Background: an optimization exercise with open tools, aiming at small area, a short achievable clock period and few clock cycles. Do not read the settings as production practice. Function was checked by simulation only, so behaviour that the tests miss may differ from the original. Power figures rest on the tool's default switching activity, not on a simulated workload.

[config.mk]
export PLATFORM = sky130hd
export DESIGN_NAME = centered_pixel_doubler
export DESIGN_NICKNAME = centered_pixel_doubler
export VERILOG_FILES = /design/flow/design.v
export SDC_FILE = /design/flow/constraint.sdc
export NUM_CORES = 4
export LEC_CHECK = 0
export CAP_MARGIN = 20
export CORE_MARGIN = 2
export CORE_UTILIZATION = 40
export SLEW_MARGIN = 20
[constraint.sdc]
create_clock -name core_clock -period 6.0 [get_ports {clk}]
set_input_delay 1.2000 -clock core_clock [delete_from_list [all_inputs] [get_ports {clk}]]
set_output_delay 1.2000 -clock core_clock [all_outputs]
set_load 0.01 [all_outputs]
[design.v]
`timescale 1ns / 1ps
`default_nettype none
module cpd_fifo #(
  parameter int WIDTH = 8,
  parameter int DEPTH = 2
) (
  input  wire logic                       clk,
  input  wire logic                       rst_n,
  input  wire logic                       push,
  input  wire logic [WIDTH-1:0]           wdata,
  input  wire logic                       pop,
  output logic      [WIDTH-1:0]           rdata,
  output logic      [$clog2(DEPTH+1)-1:0] count,
  output logic                            full,
  output logic                            empty
);
  localparam int PTR_W = $clog2(DEPTH);
  localparam int CNT_W = $clog2(DEPTH + 1);
  logic [WIDTH-1:0] mem_r [0:DEPTH-1];
  logic [PTR_W-1:0] wr_ptr_r, wr_ptr_nxt;
  logic [PTR_W-1:0] rd_ptr_r, rd_ptr_nxt;
  logic [CNT_W-1:0] count_r, count_nxt;
  always_comb begin
    wr_ptr_nxt = push ? wr_ptr_r + 1'b1 : wr_ptr_r;
    rd_ptr_nxt = pop ? rd_ptr_r + 1'b1 : rd_ptr_r;
    count_nxt  = count_r;
    if (push && !pop) begin
      count_nxt = count_r + 1'b1;
    end else if (pop && !push) begin
      count_nxt = count_r - 1'b1;
    end
  end
  always_ff @(posedge clk) begin
    if (!rst_n) begin
      wr_ptr_r <= '0;
      rd_ptr_r <= '0;
      count_r  <= '0;
    end else begin
      wr_ptr_r <= wr_ptr_nxt;
      rd_ptr_r <= rd_ptr_nxt;
      count_r  <= count_nxt;
    end
  end
  always_ff @(posedge clk) begin
    if (push) begin
      mem_r[wr_ptr_r] <= wdata;
    end
  end
  assign rdata = mem_r[rd_ptr_r];
  assign count = count_r;
  assign full  = (count_r == CNT_W'(DEPTH));
  assign empty = (count_r == '0);
endmodule
`default_nettype wire
`timescale 1ns / 1ps
`default_nettype none
module cpd_cfg #(
  parameter int SRC_COLS   = 256,
  parameter int SRC_ROWS   = 261,
  parameter int FB_DIM_MAX = 4096
) (
  input  wire logic               clk,
  input  wire logic               rst_n,
  input  wire logic               cfg_we,
  input  wire logic [0:0]         cfg_index,
  input  wire logic [12:0]        cfg_wdata,
  output logic                    g_scale2,
  output logic [12:0]             g_w,
  output logic [12:0]             g_h,
  output logic signed [15:0]      g_off_x,
  output logic signed [15:0]      g_off_y,
  output logic [12:0]             g_lim_w,
  output logic [12:0]             g_lim_h
);
  localparam int DIM_W   = 13;
  localparam int COORD_W = 16;
  localparam int BIG_W   = 512;
  localparam int BIG_H   = 480;
  localparam int SMALL_W = 256;
  localparam int SMALL_H = 240;
  localparam logic [DIM_W-1:0] LIM_COLS = DIM_W'(SRC_COLS);
  localparam logic [DIM_W-1:0] LIM_ROWS = DIM_W'(SRC_ROWS);
  localparam logic [DIM_W-1:0] DIM_SAT  = DIM_W'(FB_DIM_MAX);
  logic             scale2_r, scale2_nxt;
  logic [DIM_W-1:0] w_r, h_r, w_nxt, h_nxt, wd_sat;
  logic signed [COORD_W-1:0] off_x_r, off_y_r, off_x_nxt, off_y_nxt;
  logic signed [COORD_W-1:0] dx, dy;
  logic [DIM_W-1:0] lim_w_r, lim_h_r, lim_w_nxt, lim_h_nxt, lw, lh;
  always_comb begin
    wd_sat = (cfg_wdata > DIM_SAT) ? DIM_SAT : cfg_wdata;
    w_nxt = w_r;
    h_nxt = h_r;
    if (cfg_we) begin
      if (cfg_index == 1'b0) w_nxt = wd_sat;
      else                   h_nxt = wd_sat;
    end
    scale2_nxt = (w_nxt >= DIM_W'(BIG_W)) && (h_nxt >= DIM_W'(BIG_H));
    if (scale2_nxt) begin
      dx = $signed({3'b000, w_nxt}) - $signed(COORD_W'(BIG_W));
      dy = $signed({3'b000, h_nxt}) - $signed(COORD_W'(BIG_H));
      lw = w_nxt >> 1;
      lh = h_nxt >> 1;
    end else begin
      dx = $signed({3'b000, w_nxt}) - $signed(COORD_W'(SMALL_W));
      dy = $signed({3'b000, h_nxt}) - $signed(COORD_W'(SMALL_H));
      lw = w_nxt;
      lh = h_nxt;
    end
    off_x_nxt = (dx + $signed({15'd0, dx[COORD_W-1]})) >>> 1;
    off_y_nxt = (dy + $signed({15'd0, dy[COORD_W-1]})) >>> 1;
    lim_w_nxt = (lw < LIM_COLS) ? lw : LIM_COLS;
    lim_h_nxt = (lh < LIM_ROWS) ? lh : LIM_ROWS;
  end
  always_ff @(posedge clk) begin
    if (!rst_n) begin
      scale2_r <= 1'b1;
      w_r      <= DIM_W'(BIG_W);
      h_r      <= DIM_W'(BIG_H);
      off_x_r  <= '0;
      off_y_r  <= '0;
      lim_w_r  <= DIM_W'(BIG_W / 2);
      lim_h_r  <= DIM_W'(BIG_H / 2);
    end else begin
      scale2_r <= scale2_nxt;
      w_r      <= w_nxt;
      h_r      <= h_nxt;
      off_x_r  <= off_x_nxt;
      off_y_r  <= off_y_nxt;
      lim_w_r  <= lim_w_nxt;
      lim_h_r  <= lim_h_nxt;
    end
  end
  assign g_scale2 = scale2_r;
  assign g_w      = w_r;
  assign g_h      = h_r;
  assign g_off_x  = off_x_r;
  assign g_off_y  = off_y_r;
  assign g_lim_w  = lim_w_r;
  assign g_lim_h  = lim_h_r;
endmodule
`default_nettype wire
`timescale 1ns / 1ps
`default_nettype none
module cpd_front (
  input  wire logic               in_push,
  input  wire logic [7:0]         src_col,
  input  wire logic [8:0]         src_row,
  input  wire logic [31:0]        pixel_color,
  output logic                    in_full,
  input  wire logic               g_scale2,
  input  wire logic [12:0]        g_w,
  input  wire logic [12:0]        g_h,
  input  wire logic signed [15:0] g_off_x,
  input  wire logic signed [15:0] g_off_y,
  input  wire logic [12:0]        g_lim_w,
  input  wire logic [12:0]        g_lim_h,
  input  wire logic               q_full,
  output logic                    q_push,
  output logic [61:0]             q_cmd
);
  localparam int DIM_W   = 13;
  localparam int COORD_W = 16;
  localparam int COL_W   = 8;
  localparam int ROW_W   = 9;
  logic                      in_pic;
  logic [COORD_W-1:0]        col_pos, row_pos;
  logic signed [COORD_W-1:0] bx, by, bx1, by1;
  logic signed [COORD_W-1:0] w_s, h_s;
  logic                      x0_ok, x1_ok, y0_ok, y1_ok;
  logic [3:0]                mask;
  always_comb begin
    w_s = $signed({3'b000, g_w});
    h_s = $signed({3'b000, g_h});
    in_pic = ({5'd0, src_col} < g_lim_w) && ({4'd0, src_row} < g_lim_h);
    if (g_scale2) begin
      col_pos = {7'd0, src_col, 1'b0};
      row_pos = {6'd0, src_row, 1'b0};
    end else begin
      col_pos = {8'd0, src_col};
      row_pos = {7'd0, src_row};
    end
    bx  = $signed(col_pos) + g_off_x;
    by  = $signed(row_pos) + g_off_y;
    bx1 = bx + 16'sd1;
    by1 = by + 16'sd1;
    x0_ok = !bx[COORD_W-1]  && (bx  < w_s);
    x1_ok = !bx1[COORD_W-1] && (bx1 < w_s);
    y0_ok = !by[COORD_W-1]  && (by  < h_s);
    y1_ok = !by1[COORD_W-1] && (by1 < h_s);
    if (!in_pic) begin
      mask = 4'b0000;
    end else if (g_scale2) begin
      mask = {x0_ok & y1_ok, x1_ok & y1_ok, x1_ok & y0_ok, x0_ok & y0_ok};
    end else begin
      mask = {3'b000, x0_ok & y0_ok};
    end
  end
  assign in_full = q_full;
  assign q_push  = in_push && !q_full && (mask != 4'b0000);
  assign q_cmd   = {bx[DIM_W-1:0], by[DIM_W-1:0], mask, pixel_color};
endmodule
`default_nettype wire
`timescale 1ns / 1ps
`default_nettype none
module cpd_back #(
  parameter int OUT_DEPTH = 4
) (
  input  wire logic                             clk,
  input  wire logic                             rst_n,
  input  wire logic                             q_empty,
  input  wire logic [61:0]                      q_cmd,
  output logic                                  q_pop,
  input  wire logic [12:0]                      fb_w,
  input  wire logic [$clog2(OUT_DEPTH+1)-1:0]   of_count,
  output logic                                  of_push,
  output logic [56:0]                           of_word
);
  localparam int DIM_W   = 13;
  localparam int COLOR_W = 32;
  localparam int IDX_W   = 24;
  localparam int CNT_W   = $clog2(OUT_DEPTH + 1);
  logic               cur_valid_r, cur_valid_nxt;
  logic [3:0]         cur_mask_r, cur_mask_nxt;
  logic [DIM_W-1:0]   cur_bx_r, cur_by_r;
  logic [COLOR_W-1:0] cur_color_r;
  logic               s1_valid_r;
  logic [DIM_W-1:0]   s1_x_r, s1_y_r;
  logic [COLOR_W-1:0] s1_color_r;
  logic               s1_last_r;
  logic [DIM_W-1:0]   q_bx, q_by;
  logic [3:0]         q_mask;
  logic [COLOR_W-1:0] q_color;
  logic [3:0]         sel, rem_after;
  logic               issue, last, load, space_ok;
  logic [DIM_W-1:0]   wx, wy;
  logic [2*DIM_W-1:0] prod;
  logic [2*DIM_W:0]   idx_sum;
  assign {q_bx, q_by, q_mask, q_color} = q_cmd;
  assign space_ok = ({1'b0, of_count} + {{CNT_W{1'b0}}, s1_valid_r}) <
                    (CNT_W + 1)'(OUT_DEPTH);
  always_comb begin
    sel       = cur_mask_r & (~cur_mask_r + 4'd1);
    rem_after = cur_mask_r & ~sel;
    last      = (rem_after == 4'b0000);
    issue     = cur_valid_r && space_ok;
    wx        = cur_bx_r + {{(DIM_W-1){1'b0}}, sel[1] | sel[2]};
    wy        = cur_by_r + {{(DIM_W-1){1'b0}}, sel[2] | sel[3]};
    load      = !q_empty && (!cur_valid_r || (issue && last));
    cur_mask_nxt  = issue ? rem_after : cur_mask_r;
    cur_valid_nxt = cur_valid_r && !(issue && last);
    if (load) begin
      cur_mask_nxt  = q_mask;
      cur_valid_nxt = 1'b1;
    end
  end
  always_ff @(posedge clk) begin
    if (!rst_n) begin
      cur_valid_r <= 1'b0;
      s1_valid_r  <= 1'b0;
    end else begin
      cur_valid_r <= cur_valid_nxt;
      s1_valid_r  <= issue;
    end
  end
  always_ff @(posedge clk) begin
    cur_mask_r <= cur_mask_nxt;
    if (load) begin
      cur_bx_r    <= q_bx;
      cur_by_r    <= q_by;
      cur_color_r <= q_color;
    end
    if (issue) begin
      s1_x_r     <= wx;
      s1_y_r     <= wy;
      s1_color_r <= cur_color_r;
      s1_last_r  <= last;
    end
  end
  assign prod    = s1_y_r * fb_w;
  assign idx_sum = {1'b0, prod} + {{(DIM_W+1){1'b0}}, s1_x_r};
  assign q_pop   = load;
  assign of_push = s1_valid_r;
  assign of_word = {idx_sum[IDX_W-1:0], s1_color_r, s1_last_r};
endmodule
`default_nettype wire
`timescale 1ns / 1ps
`default_nettype none
module centered_pixel_doubler (
  input  wire logic        clk,
  input  wire logic        rst_n,
  input  wire logic        in_push,
  output logic             in_full,
  input  wire logic [48:0] in_word,
  output logic             out_empty,
  input  wire logic        out_pop,
  output logic [56:0]      out_word,
  input  wire logic        cfg_we,
  input  wire logic [0:0]  cfg_index,
  input  wire logic [12:0] cfg_wdata
);
  localparam int SRC_COLS   = 256;
  localparam int SRC_ROWS   = 261;
  localparam int FB_DIM_MAX = 4096;
  localparam int CMD_DEPTH  = 2;
  localparam int OUT_DEPTH  = 4;
  localparam int CMD_BITS   = 62;
  localparam int OUT_BITS   = 57;
  logic                             g_scale2;
  logic [12:0]                      g_w, g_h, g_lim_w, g_lim_h;
  logic signed [15:0]               g_off_x, g_off_y;
  logic                             q_push, q_pop, q_full, q_empty;
  logic [CMD_BITS-1:0]              q_cmd_in, q_cmd_out;
  logic [$clog2(CMD_DEPTH+1)-1:0]   q_count;
  logic                             of_push, of_full;
  logic [OUT_BITS-1:0]              of_word;
  logic [$clog2(OUT_DEPTH+1)-1:0]   of_count;
  cpd_cfg #(
    .SRC_COLS   (SRC_COLS),
    .SRC_ROWS   (SRC_ROWS),
    .FB_DIM_MAX (FB_DIM_MAX)
  ) u_cfg (
    .clk       (clk),
    .rst_n     (rst_n),
    .cfg_we    (cfg_we),
    .cfg_index (cfg_index),
    .cfg_wdata (cfg_wdata),
    .g_scale2  (g_scale2),
    .g_w       (g_w),
    .g_h       (g_h),
    .g_off_x   (g_off_x),
    .g_off_y   (g_off_y),
    .g_lim_w   (g_lim_w),
    .g_lim_h   (g_lim_h)
  );
  cpd_front u_front (
    .in_push     (in_push),
    .src_col     (in_word[48:41]),
    .src_row     (in_word[40:32]),
    .pixel_color (in_word[31:0]),
    .in_full     (in_full),
    .g_scale2    (g_scale2),
    .g_w         (g_w),
    .g_h         (g_h),
    .g_off_x     (g_off_x),
    .g_off_y     (g_off_y),
    .g_lim_w     (g_lim_w),
    .g_lim_h     (g_lim_h),
    .q_full      (q_full),
    .q_push      (q_push),
    .q_cmd       (q_cmd_in)
  );
  cpd_fifo #(
    .WIDTH (CMD_BITS),
    .DEPTH (CMD_DEPTH)
  ) u_cmd_q (
    .clk   (clk),
    .rst_n (rst_n),
    .push  (q_push),
    .wdata (q_cmd_in),
    .pop   (q_pop),
    .rdata (q_cmd_out),
    .count (q_count),
    .full  (q_full),
    .empty (q_empty)
  );
  cpd_back #(
    .OUT_DEPTH (OUT_DEPTH)
  ) u_back (
    .clk      (clk),
    .rst_n    (rst_n),
    .q_empty  (q_empty),
    .q_cmd    (q_cmd_out),
    .q_pop    (q_pop),
    .fb_w     (g_w),
    .of_count (of_count),
    .of_push  (of_push),
    .of_word  (of_word)
  );
  cpd_fifo #(
    .WIDTH (OUT_BITS),
    .DEPTH (OUT_DEPTH)
  ) u_out_q (
    .clk   (clk),
    .rst_n (rst_n),
    .push  (of_push && !of_full),
    .wdata (of_word),
    .pop   (out_pop && !out_empty),
    .rdata (out_word),
    .count (of_count),
    .full  (of_full),
    .empty (out_empty)
  );
  logic unused_q_count;
  assign unused_q_count = ^q_count;
endmodule
`default_nettype wire
[run.sh]
#!/bin/bash
# synth_recipe.tcl (not shown) runs the flow's synth.tcl, then flattens the netlist and writes it again
# the make line also repeats each setting of config.mk as NAME=value (left out here)
make -C /OpenROAD-flow-scripts/flow DESIGN_CONFIG=/design/flow/config.mk WORK_HOME=/design/flow/orfs CLKGATE_MAP_FILE= SYNTH_SCRIPT=/design/flow/synth_recipe.tcl finish
==> impl_metrics.env <==
export IMPL_outcome="finished clean"
export IMPL_via_count=18700
export IMPL_path_class="register to register"
export IMPL_start_kind="register"
export IMPL_vias_per_cell=5.08
export IMPL_period_minus_slack_ns=5.84
export IMPL_regArea_um2=16200
export IMPL_cts_buffer_depth=3
export IMPL_timing_critical_path_to_type="register"
export IMPL_overflow=0
export IMPL_clk_latency_ns=0.63
export IMPL_drt_pass1_iterations=5
export IMPL_synthSimpleGateAreaFrac_pct=9.83
export IMPL_ir_worst_vdd_mv=0.262
export IMPL_drive_above_1_share_pct=20.6
export IMPL_final_common_cell="edfxtp_1"
export IMPL_drv_cap=0
export IMPL_synth_compound_area_share_pct=6.17
export IMPL_io_pins=127
export IMPL_drt_total_wl_um=68400
export IMPL_drv_slew=0
export IMPL_cts_tree="done"
export IMPL_cts_made_buffers=58
export IMPL_yosysUniqueCellTypes=95
export IMPL_grt_max_degree=62
export IMPL_drc=0
export IMPL_clkPwrFrac_pct=23.6
export IMPL_global_route_usage_met2_pct=30.2
export IMPL_fin_ws_ns=0.156
export IMPL_h_tree_depth=2
export IMPL_cpPeakStageDelay_ns=0.57
export IMPL_track_usage_pct=17.6
export IMPL_syn_to_final_growth_pct=20.6
export IMPL_internal_power_w=0.0101
export IMPL_required_ns=6.36
export IMPL_whs_ns=0.415
export IMPL_finalPower_w=0.0150
export IMPL_worst_pin_slew_ns=0.972
export IMPL_layout_common_cells="edfxtp_1, inv_1, buf_4"
export IMPL_critical_path_buf_inv_count=5
export IMPL_p_per_area_nw_per_um2=406
export IMPL_cts_root_buf="clkbuf_16"
export IMPL_fmax_mhz=171
export IMPL_yosysWarnings=5
export IMPL_hold_depth=0
export IMPL_hold_path_class="register to register"
export IMPL_initial_core_util_pct=40.3
export IMPL_ys_top_cells_by_area="edfxtp_1, fa_1, ha_1, dfxtp_1, mux4_2"
export IMPL_pwr_share_comb_pct=36.2
export IMPL_antenna_found_initial=1
export IMPL_crit_slowest_cell="fa_1"
export IMPL_place_gp_congestion=0.894
export IMPL_p_sw_w=0.00481
export IMPL_synth_top_family_by_area="adder cells"
export IMPL_crit_chain="nand2_1 -> fa_1 -> inv_2 -> fa_1 -> inv_1 -> fa_1 -> inv_1 -> fa_1 -> fa_1 -> fa_1 -> ha_4 -> o21ai_0 -> nand2b_1 -> and2_4 -> o21ai_2 -> o31a_1 -> a211o_1 -> buf_6 -> nand3_1 -> o211ai_1 -> buf_4"
export IMPL_synth_seq_cells=572
export IMPL_swShare_pct=32.1
export IMPL_grt_pass1_vias=19700
export IMPL_layout_nets=3038
export IMPL_p_leak_nw=14.2
export IMPL_num_rows=101
export IMPL_hpwl_um=50300
export IMPL_avgRoutedWirePerCell_um=18.6
export IMPL_grt_use_met3_pct=2.51
export IMPL_period_share_pct=97.4
export IMPL_path_max_fanout=7
export IMPL_synth_area_um2=30500
export IMPL_ys_seq_area_share_pct=53.0
export IMPL_rsz0062_at_grt="true"
export IMPL_nFillCells=6614
export IMPL_grt_use_met1_pct=23.3
export IMPL_seq_power_share_pct=40.2
export IMPL_synth_avg_cell_area_um2=13.2
export IMPL_synthAdderAreaFrac_pct=16.1
export IMPL_synth_edf_count=473
export IMPL_synth_top_flop_cell="edfxtp_1"
export IMPL_multiInputGateArea_um2=13700
export IMPL_relSlewSlack_pct=34.8
export IMPL_finalSetupViolations=0
export IMPL_syn_instance_count=2315
export IMPL_drt_iter0_drc=1073
export IMPL_crit_family="adder cells"
export IMPL_ys_async_sr_fraction_pct=0
export IMPL_path_depth=21
export IMPL_hold_viol=0
export IMPL_worstRegToRegCells=21
export IMPL_grt_busiest_layer="met2"
export IMPL_clock_skew_ns=0.0405
export IMPL_synth_xor_area_share_pct=3.44
export IMPL_dieArea_um2=78600
export IMPL_clkTransAtPathRegs_ns=0.06
export IMPL_synthMuxAreaShare_pct=7.88
export IMPL_grt_pass1_wl_um=108000
export IMPL_fp_coreArea_um2=75800
export IMPL_numPortBuffers=126
export IMPL_synth_top_area_share_pct=46.5
export IMPL_cp_arrival_ns=6.20
export IMPL_clkSinkCount=572
export IMPL_antenna_left=0
export IMPL_preCtsSetupSlack_ns=-0.813
export IMPL_yosys_area_top_type="edfxtp_1"
export IMPL_crit_top_cell="fa_1"
export IMPL_die_h_um=280
export IMPL_die_w_um=280
power by group through the flow:
stage / Combinational (W) / Clock (W) / Sequential [W]
final: 0.00541 / 0.00353 / 0.00601
after global routing: 0.00602 / 0.00377 / 0.00610
after floorplan: 0.00327 / 0 / 0.00590
after global placement: 0.00492 / 0 / 0.00612
after detailed placement: 0.00501 / 0 / 0.00617
after CTS: 0.00509 / 0.00362 / 0.00608
flip-flops by register name, indices dropped and copies added (netlist names), 2 cells and up, named ones only:
signal	count
u_cmd_q.mem_r	124
u_out_q.mem_r	228
u_cmd_q.count_r	2
u_cfg.lim_w_r	13
u_cfg.off_y_r	15
u_back.s1_x_r	13
u_back.s1_y_r	13
u_back.s1_color_r	32
u_back.cur_bx_r	13
u_out_q.count_r	3
u_back.cur_by_r	13
u_back.cur_color_r	32
u_cfg.lim_h_r	13
u_out_q.wr_ptr_r	2
u_out_q.rd_ptr_r	2
u_cfg.h_r	13
u_cfg.w_r	13
u_back.cur_mask_r	4
u_cfg.off_x_r	15
worst paths after layout:
check | startpoint | endpoint | slack [ns]
hold reg to reg | u_back.cur_color_r[11] | u_back.s1_color_r[11] | 0.41
setup reg to reg | u_back.s1_y_r[7] | u_out_q.mem_r[1][53] | 0.16
hold / removal | u_back.cur_color_r[11] | u_back.s1_color_r[11] | 0.41
setup / recovery | u_back.s1_y_r[7] | u_out_q.mem_r[1][53] | 0.16
cell type report:
type / instances / area share, %
Antenna cell: 1 / 0.00679
Clock inverter: 42 / 1.11
Tap cell: 978 / 3.32
Sequential cell: 572 / 44.0
Timing Repair Buffer: 343 / 8.12
Inverter: 216 / 2.22
Multi-Input combinational cell: 1465 / 37.2
Clock buffer: 64 / 4.00
what timing repair did:
action,4_1_cts,5_1_grt
endpoints found under the setup margin,145,150
cloned,0,0
gates resized for setup,23,72
buffers inserted,5,18
pin swaps,18,46
hold buffers,0,0
stage by stage:
step | instance area (µm²) | util (%) | instances | setup TNS [ns]
after detailed placement | 34400 | 45.3 | 3550 | -90.05
after floorplan | 30600 | - | 2322 | -65.12
final | 36800 | 48.6 | 3681 | 0
after CTS | 36300 | 47.9 | 3661 | 0
after global placement | 34400 | 45.3 | 3550 | -85.95
after global routing | 36800 | 48.6 | 3680 | -0.218
per-layer routing:
layer / share of wire, % / vias up
li1: - / 8976
met1: 45 / 9304
met2: 49 / 336
met3: 3.7 / 94
met4: 2.2 / 2
met5: 0.015 / -
worst register-to-register path, stage by stage (launching register included):
cell and delay, ns:
edfxtp_1 0.52, nand2_1 0.13, fa_1 0.58, inv_2 0.05, fa_1 0.50, inv_1 0.05
fa_1 0.47, inv_1 0.05, fa_1 0.46, fa_1 0.53, fa_1 0.45, ha_4 0.29
o21ai_0 0.07, nand2b_1 0.11, and2_4 0.16, o21ai_2 0.06, o31a_1 0.30, a211o_1 0.37
buf_6 0.15, nand3_1 0.07, o211ai_1 0.09, buf_4 0.17
cells by family (layout without fill, tap and decap cells):
| logic type | Yosys count | in the layout |
|---|---|---|
| xor+xnor | 120 | 120 |
| flops | 572 | 572 |
| simple gates | 588 | 588 |
| compound gates | 278 | 278 |
| fa+ha+maj | 314 | 314 |
| other cells | 1 | 9 |
| mux | 157 | 157 |
| buf+inv | 285 | 665 |
cells in the mapped netlist, types with 53 or more instances:
cell,count
edfxtp_1,473
inv_1,213
ha_1,182
nand2_1,163
fa_1,132
nor2_1,126
and2_1,100
dfxtp_1,99
mux2_2,78
xnor2_1,78
a21oi_1,76
mux4_2,57
o21ai_0,53
Testbench counts, summed over its fixed seeds: cycles 20,728.

afterwards: timing with drivers on the ports:
No port has a modelled driver above. Below, the same layout with a new extraction and two added sets of constraints.
Step 1 sets driving cells, clkbuf_16 on the clock port and buf_2 on the other inputs (assumed; they add their load-dependent delay and slew).
Step 2 moves the port delays by t, midway between the first and last clock arrival at a register: inputs arrive t later, outputs are due t later. That takes back most of the time a late clock gives input paths.
a / b / c = ideal / step 1 / step 2; a / b = the first two.
t, ns: 0.672
slack for setup (ns): 0.156 / 0.156 / -0.404
hold slack, ns: 0.415 / 0.415 / 0.415
latest minus earliest clock arrival (ns): 0.042 / 0.042
Met with ideal ports but missed after step 2: setup timing in this run. For this run, drivers alone change the setup slack by 0.000 ns; drivers and shift together by -0.560 ns.
